Background: an optimization exercise with open tools, aiming at small area, a short achievable clock period and few clock cycles per item. Do not read the settings as production practice.
Where RTL was checked, it was by simulation tests only, not by an equivalence proof against the original.
No activity file was given, so power comes from the tool's default toggle rates.

old:
## position_report_ascii_encoder
module position_report_ascii_encoder
(
    input  logic              clk,
    input  logic              rst_n,
    input  logic              pos_valid,
    output logic              pos_ready,
    input  logic signed [LatW-1:0] pos_lat_micro,
    input  logic signed [LonW-1:0] pos_lon_micro,
    input  logic [FixW-1:0]   pos_fix_level,
    output logic              rpt_valid,
    input  logic              rpt_ready,
    output logic [CharW-1:0]  rpt_out_char,
    output logic              rpt_last_char,
    output logic              rpt_pos_invalid,
    input  logic              psel,
    input  logic              penable,
    input  logic              pwrite,
    input  logic [AddrW-1:0]  paddr,
    input  logic [DataW-1:0]  pwdata,
    output logic [DataW-1:0]  prdata,
    output logic              pready
);
clock: 9.0 ns
lec_check: 0
cap_margin: 20
core_margin: 2
core_utilization: 50
slew_margin: 20
standard.sh (not shown) runs the stock make flow with config.mk's settings and CLKGATE_MAP_FILE= SYNTH_SCRIPT=/design/flow/synth_recipe.tcl, a recipe that flattens the netlist after the stock synthesis.
==> flow/flow/run.sh <==
#!/bin/bash
set -euo pipefail
bash standard.sh SETUP_SLACK_MARGIN=6.0 "BUFFER_PORTS_ARGS=-buffer_cell sky130_fd_sc_hd__buf_1" finish > orfs_flow.log 2>&1
> inputs changed (old -> new)
--- a/flow/design.v
+++ b/flow/design.v
@@ -299,22 +299,28 @@
     assign lon_ok = lon_pend && !lon_hold;
     assign go     = (cnt == 4'd0) && (lat_ok || lon_ok);
     assign go_src = lon_ok;
     assign step   = go || (cnt != 4'd0);
     assign fin    = (cnt == 4'd8);
     logic known_n, lat_done_n, lon_pend_n, nxt_full_n;
-    logic bypass;
+    logic bypass, inc, dec;
     logic [1:0] ninv_n;
     always_comb
     begin
         known_n    = pos_valid && !acc_now;
         lat_done_n = acc_now ? 1'b0 : ((fin && !src) || lat_done);
         lon_pend_n = (acc_now && !inv_q) || (lon_pend && !(fin && src));
         bypass     = cur_free && ninv == 2'd0 && !nxt_full;
         nxt_full_n = (acc_now && !inv_q) || (nxt_full && !(cur_free && ninv == 2'd0));
-        ninv_n     = ninv - 2'((cur_free && ninv != 2'd0)) + 2'((acc_now && inv_q && !bypass));
+        inc        = acc_now && inv_q && !bypass;
+        dec        = cur_free && ninv != 2'd0;
+        ninv_n     = ninv;
+        if (inc && !dec)
+            ninv_n = {ninv[1] || ninv[0], !ninv[0]};
+        else if (dec && !inc)
+            ninv_n = {ninv[1] && ninv[0], !ninv[0]};
     end
     always_ff @(posedge clk or negedge rst_n)
     begin
         if (!rst_n)
         begin
             known_q  <= 1'b0;
- | buffer share of cell area | higher: old |
- Diff old..new | sequential cell count | unchanged
- As of new, routed wire length had fallen by a few percent compared to old.
- Post-CTS setup-driven buffer insertion count: new < old
- new against old: global-route usage over all layers shows a reduction of 0.90 points; total number of placement rows moved down; power per cell area shows an increase of 0.56%; achievable frequency roughly the same.
- Relative to old, cell count decreased by 2.0% in new.
- | horizontal die dimension | new vs old | 1.9 um lower |
- Between new and old, it is new whose cell area is lower, by about 2.5%.
- old → new: weighted congestion at the end of routability-driven global placement decreased about 4%, met1 capacity usage during global routing decreased 4.3 points.
Testbench counts of new, summed over its fixed seeds: cycles 17,511, reports 960.
The RTL of old was laid out without a check of its function.

========
rev 12:
Another version of the RTL of position_report_ascii_encoder (not shown whole).
Size in the first run: ~1300 cells after synthesis, roughly 200 flip-flops, about 150 I/O pins.
==> module prae_norm, before the edit <==
module prae_norm
(
    input  logic [51:0] a,
    input  logic        neg,
    output logic [24:0] dig
);
    function automatic logic [1:0] cb1(input logic [4:0] x);
        cb1[0] = (!x[2] && x[0]) || (!x[2] && x[1]) || (x[1] && x[0]) || (x[4] && x[0]) || (x[4] && x[1]);
        cb1[1] = (x[4] && !x[2] && x[1] && x[0]);
    endfunction
    function automatic logic [0:0] cb2(input logic [6:0] x);
        cb2[0] = (!x[4] && x[2] && x[1]) || (!x[4] && x[3] && x[0]) || (x[5] && x[3] && x[1]) || (x[6] && x[1]) || (x[6] && x[2] && x[0]) || (x[6] && x[3]) || (x[6] && !x[4] && x[0]) || (x[6] && !x[5] && x[2]);
    endfunction
    function automatic logic [1:0] gp5(input logic [4:0] x);
        gp5[0] = (!x[4] && !x[2] && x[1]) || (x[4] && !x[2] && !x[0]) || (x[4] && x[2] && !x[1] && x[0]);
        gp5[1] = (x[4] && x[1]) || (x[4] && !x[2] && x[0]);
    endfunction
    function automatic logic [1:0] gp2(input logic [1:0] x);
        gp2[0] = (!x[1] && x[0]);
        gp2[1] = (x[1]);
    endfunction
    function automatic logic [0:0] odd2(input logic [1:0] x);
        odd2[0] = (!x[1] && x[0]);
    endfunction
    function automatic logic [1:0] gp10(input logic [4:0] x);
        gp10[0] = (x[3] && x[2] && !x[1] && x[0]);
        gp10[1] = (x[3] && x[2] && x[1]);
    endfunction
    function automatic logic [1:0] gp6(input logic [3:0] x);
        gp6[0] = (x[3] && !x[1] && x[0]);
        gp6[1] = (x[3] && x[1]);
    endfunction
    function automatic logic [2:0] esplit(input logic [3:0] x);
        esplit[0] = (!x[2] && x[0]) || (!x[3] && x[2] && !x[0]) || (x[3] && x[0]);
        esplit[1] = (x[2] && x[0]) || (x[3] && !x[1]) || (!x[3] && x[1]);
        esplit[2] = (x[3] && x[1]);
    endfunction
    function automatic logic [2:0] hm5(input logic [4:0] x);
        hm5[0] = (!x[4] && x[0]) || (!x[3] && x[2] && x[0]) || (x[3] && x[2] && x[1]) || (x[4] && !x[3] && !x[2] && !x[0]) || (x[4] && !x[2] && !x[1] && !x[0]);
        hm5[1] = (x[4] && !x[3] && x[0]) || (x[3] && !x[2] && !x[1] && !x[0]) || (!x[3] && !x[2] && x[1]) || (!x[3] && x[2] && !x[1]);
        hm5[2] = (x[3] && !x[2] && x[0]) || (x[3] && x[2] && !x[1] && !x[0]) || (!x[3] && x[2] && x[1]);
    endfunction
    function automatic logic [1:0] hm3(input logic [3:0] x);
        hm3[0] = (!x[3] && !x[2] && x[0]) || (x[3] && x[1]) || (x[2] && !x[1] && !x[0]);
        hm3[1] = (x[3] && !x[1] && !x[0]) || (!x[3] && !x[2] && x[1]) || (x[2] && x[0]);
    endfunction
    function automatic logic [0:0] is9(input logic [5:0] x);
        is9[0] = (x[4] && x[3] && !x[1] && x[0]) || (x[4] && x[3] && !x[2] && x[1] && !x[0]) || (x[4] && !x[3] && x[2] && x[0]);
    endfunction
    logic [1:0] c_b1;
    logic [1:0] g_b2, g_t0, g_t1, g_ho, g_ht, g_mo, g_mt, g_d0, g_d1;
    logic c_t1, c_ho, c_ht, c_mo, c_mt, c_d0, c_d1, c_d2;
    logic [10:0] gg, pp, gn, pn;
    logic rnd, ho9;
    logic [3:0] n_d2, n_d1, n_d0, n_mt, n_mo, n_ht, n_ho;
    logic [2:0] e_d2, e_d1, e_d0, e_mt, e_mo, e_ht, e_ho;
    always_comb
    begin
        c_b1 = cb1({a[3:0], neg});
        g_b2 = gp5(a[13:9]);
        g_t0 = gp2(a[15:14]);
        g_t1 = gp2(a[17:16]);
        g_ho = gp10(a[22:18]);
        g_ht = gp10(a[27:23]);
        g_mo = gp10(a[32:28]);
        g_mt = gp6(a[36:33]);
        g_d0 = gp10(a[41:37]);
        g_d1 = gp10(a[46:42]);
        gg = {g_d1[1], g_d0[1], g_mt[1], g_mo[1], g_ht[1], g_ho[1], g_t1[1], g_t0[1], g_b2[1], cb2({a[8:4], c_b1}), 1'b0};
        pp = {g_d1[0], g_d0[0], g_mt[0], g_mo[0], g_ht[0], g_ho[0], g_t1[0], g_t0[0], g_b2[0], 2'b00};
        for (int d = 1; d < 11; d = d * 2)
        begin
            gn = gg;
            pn = pp;
            for (int i = d; i < 11; i++)
            begin
                gn[i] = gg[i] || (pp[i] && gg[i-d]);
                pn[i] = pp[i] && pp[i-d];
            end
            gg = gn;
            pp = pn;
        end
        c_t1 = gg[3];
        c_ho = gg[4];
        c_ht = gg[5];
        c_mo = gg[6];
        c_mt = gg[7];
        c_d0 = gg[8];
        c_d1 = gg[9];
        c_d2 = gg[10];
        rnd  = odd2(a[17:16]) ^ c_t1;
        ho9  = is9({a[22:18], c_ho});
        e_d2 = esplit({a[48:47], 1'b0, c_d2});
        e_d1 = esplit({a[43:42], 1'b0, c_d1});
        e_d0 = esplit({a[38:37], 1'b0, c_d0});
        e_mt = esplit({a[34:33], 1'b0, c_mt});
        e_mo = esplit({a[29:28], 1'b0, c_mo});
        e_ht = esplit({a[24:23], c_ht && rnd && ho9, c_ht ^ (rnd && ho9)});
        e_ho = esplit({a[19:18], c_ho && rnd, c_ho ^ rnd});
        n_d2 = {hm5({a[51:49], e_d2[2:1]}), e_d2[0]};
        n_d1 = {hm5({a[46:44], e_d1[2:1]}), e_d1[0]};
        n_d0 = {hm5({a[41:39], e_d0[2:1]}), e_d0[0]};
        n_mt = {1'b0, hm3({a[36:35], e_mt[2:1]}), e_mt[0]};
        n_mo = {hm5({a[32:30], e_mo[2:1]}), e_mo[0]};
        n_ht = {hm5({a[27:25], e_ht[2:1]}), e_ht[0]};
        n_ho = {hm5({a[22:20], e_ho[2:1]}), e_ho[0]};
        dig  = {n_d2[1:0], n_d1, n_d0, n_mt[2:0], n_mo, n_ht, n_ho};
    end
endmodule
Settings: LEC_CHECK=0, CAP_MARGIN=20, CORE_MARGIN=2, CORE_UTILIZATION=40, SLEW_MARGIN=20; clock period 9.0 ns.
Scripts as last shown in full above: flow/flow/run.sh
Testbench counts of rev 12, summed over its fixed seeds: cycles 17,649, reports 960.
Setup changes, rev 12 to rev 13
--- a/flow/design.v
+++ b/flow/design.v
@@ -136,17 +136,9 @@
         gp6[1] = (x[3] && x[1]);
     endfunction
-    function automatic logic [2:0] esplit(input logic [3:0] x);
-        esplit[0] = (!x[2] && x[0]) || (!x[3] && x[2] && !x[0]) || (x[3] && x[0]);
-        esplit[1] = (x[2] && x[0]) || (x[3] && !x[1]) || (!x[3] && x[1]);
-        esplit[2] = (x[3] && x[1]);
-    endfunction
-    function automatic logic [2:0] hm5(input logic [4:0] x);
-        hm5[0] = (!x[4] && x[0]) || (!x[3] && x[2] && x[0]) || (x[3] && x[2] && x[1]) || (x[4] && !x[3] && !x[2] && !x[0]) || (x[4] && !x[2] && !x[1] && !x[0]);
-        hm5[1] = (x[4] && !x[3] && x[0]) || (x[3] && !x[2] && !x[1] && !x[0]) || (!x[3] && !x[2] && x[1]) || (!x[3] && x[2] && !x[1]);
-        hm5[2] = (x[3] && !x[2] && x[0]) || (x[3] && x[2] && !x[1] && !x[0]) || (!x[3] && x[2] && x[1]);
-    endfunction
-    function automatic logic [1:0] hm3(input logic [3:0] x);
-        hm3[0] = (!x[3] && !x[2] && x[0]) || (x[3] && x[1]) || (x[2] && !x[1] && !x[0]);
-        hm3[1] = (x[3] && !x[1] && !x[0]) || (!x[3] && !x[2] && x[1]) || (x[2] && x[0]);
+    function automatic logic [3:0] fin(input logic [7:0] x);
+        fin[0] = (!x[2] && x[0]) || (!x[3] && x[2] && !x[0]) || (x[3] && x[0]);
+        fin[1] = (x[6] && !x[4] && !x[3] && !x[1] && !x[0]) || (x[6] && !x[5] && !x[4] && x[3] && x[1]) || (x[5] && x[4] && x[3] && x[1]) || (!x[6] && !x[5] && !x[4] && x[2] && x[0]) || (!x[6] && !x[5] && !x[4] && !x[3] && x[1]) || (x[6] && !x[4] && !x[2] && x[0]) || (!x[6] && x[4] && !x[2] && !x[1]) || (!x[7] && !x[5] && x[4] && x[2] && x[0]) || (x[6] && !x[5] && x[4] && !x[3] && x[1]) || (!x[6] && !x[5] && !x[4] && x[3] && !x[1]) || (!x[6] && x[5] && x[3] && x[1]) || (x[7] && x[4] && !x[3] && !x[1] && !x[0]) || (x[6] && !x[5] && x[4] && x[3] && !x[1]);
+        fin[2] = (x[6] && !x[5] && x[2] && x[0]) || (!x[5] && !x[4] && x[3] && x[1]) || (x[5] && !x[4] && !x[3] && !x[1] && !x[0]) || (x[6] && !x[5] && x[4] && !x[3]) || (!x[5] && x[4] && x[3] && !x[1]) || (x[6] && !x[5] && !x[4] && x[1]) || (x[5] && !x[4] && !x[2] && !x[1]) || (!x[5] && x[4] && !x[3] && x[1]) || (x[6] && !x[5] && x[3] && !x[1]) || (!x[6] && x[4] && x[2] && x[0]);
+        fin[3] = (x[5] && x[4] && !x[3] && !x[1] && !x[0]) || (!x[7] && x[5] && !x[4] && !x[3] && x[1]) || (x[6] && x[5] && !x[4] && x[3] && !x[1]) || (x[5] && x[4] && !x[2] && !x[1]) || (x[6] && !x[5] && x[4] && x[3] && x[1]) || (!x[7] && x[5] && !x[4] && x[2] && x[0]);
     endfunction
     function automatic logic [0:0] is9(input logic [5:0] x);
@@ -159,5 +151,4 @@
     logic rnd, ho9;
     logic [3:0] n_d2, n_d1, n_d0, n_mt, n_mo, n_ht, n_ho;
-    logic [2:0] e_d2, e_d1, e_d0, e_mt, e_mo, e_ht, e_ho;
     always_comb
     begin
@@ -196,18 +187,11 @@
         rnd  = odd2(a[17:16]) ^ c_t1;
         ho9  = is9({a[22:18], c_ho});
-        e_d2 = esplit({a[48:47], 1'b0, c_d2});
-        e_d1 = esplit({a[43:42], 1'b0, c_d1});
-        e_d0 = esplit({a[38:37], 1'b0, c_d0});
-        e_mt = esplit({a[34:33], 1'b0, c_mt});
-        e_mo = esplit({a[29:28], 1'b0, c_mo});
-        e_ht = esplit({a[24:23], c_ht && rnd && ho9, c_ht ^ (rnd && ho9)});
-        e_ho = esplit({a[19:18], c_ho && rnd, c_ho ^ rnd});
-        n_d2 = {hm5({a[51:49], e_d2[2:1]}), e_d2[0]};
-        n_d1 = {hm5({a[46:44], e_d1[2:1]}), e_d1[0]};
-        n_d0 = {hm5({a[41:39], e_d0[2:1]}), e_d0[0]};
-        n_mt = {1'b0, hm3({a[36:35], e_mt[2:1]}), e_mt[0]};
-        n_mo = {hm5({a[32:30], e_mo[2:1]}), e_mo[0]};
-        n_ht = {hm5({a[27:25], e_ht[2:1]}), e_ht[0]};
-        n_ho = {hm5({a[22:20], e_ho[2:1]}), e_ho[0]};
+        n_d2 = fin({1'b0, a[51:47], 1'b0, c_d2});
+        n_d1 = fin({1'b0, a[46:42], 1'b0, c_d1});
+        n_d0 = fin({1'b0, a[41:37], 1'b0, c_d0});
+        n_mt = fin({2'b10, a[36:33], 1'b0, c_mt});
+        n_mo = fin({1'b0, a[32:28], 1'b0, c_mo});
+        n_ht = fin({1'b0, a[27:23], c_ht && rnd && ho9, c_ht ^ (rnd && ho9)});
+        n_ho = fin({1'b0, a[22:18], c_ho && rnd, c_ho ^ rnd});
         dig  = {n_d2[1:0], n_d1, n_d0, n_mt[2:0], n_mo, n_ht, n_ho};
     end
Notes after the runs:
Rev 13: PASS, flow complete, no timing, DRC or antenna violations. There was hardly any difference in storage element area between rev 13 and rev 12. Looking at met1 global-route usage across rev 13 and rev 12, the one that comes out lower is rev 12. Of the two candidates, rev 12 has the better reported net switching power and rev 13 the worse one. Of the two values seen for start point of the critical path, work[0] was produced by rev 12 and neg by rev 13. Critical path depth (rev 13 over rev 12): increase, 3. Compared with rev 12, rev 13 shows number of tapcells that has gone up slightly.
Testbench counts of rev 13, summed over its fixed seeds: cycles 17,649, reports 960.

-- re-timing with driven ports --
Ports are ideal in the flow. The routed layouts listed here were re-timed in OpenROAD. Step 1: set_driving_cell puts a clkbuf_16 on clk and a buf_2 on each other input, an assumption about the parent block. Step 2 adds t to the input delays and takes it off the output delays; t is the mean of the earliest and latest rising clock arrival at the registers after step 1. Input paths then give back, and output paths get back, about the clock's delay inside the block. Slacks: ideal / step 1 / step 2; pairs: ideal / step 1.
run	shift t [ns]	setup WS [ns]	hold WS [ns]
old	0.483	5.967 / 5.919 / 5.624	0.423 / 0.423 / 0.423
new	0.479	5.969 / 5.922 / 5.695	0.467 / 0.467 / 0.467
rev 12	0.486	6.013 / 6.013 / 5.619	0.423 / 0.423 / 0.423
rev 13	0.486	5.988 / 5.988 / 5.573	0.442 / 0.442 / 0.442
After both steps setup and hold are still met in every run listed. For rev 13, which loses most, drivers alone change the setup slack by 0.000 ns; drivers and shift together by -0.415 ns.
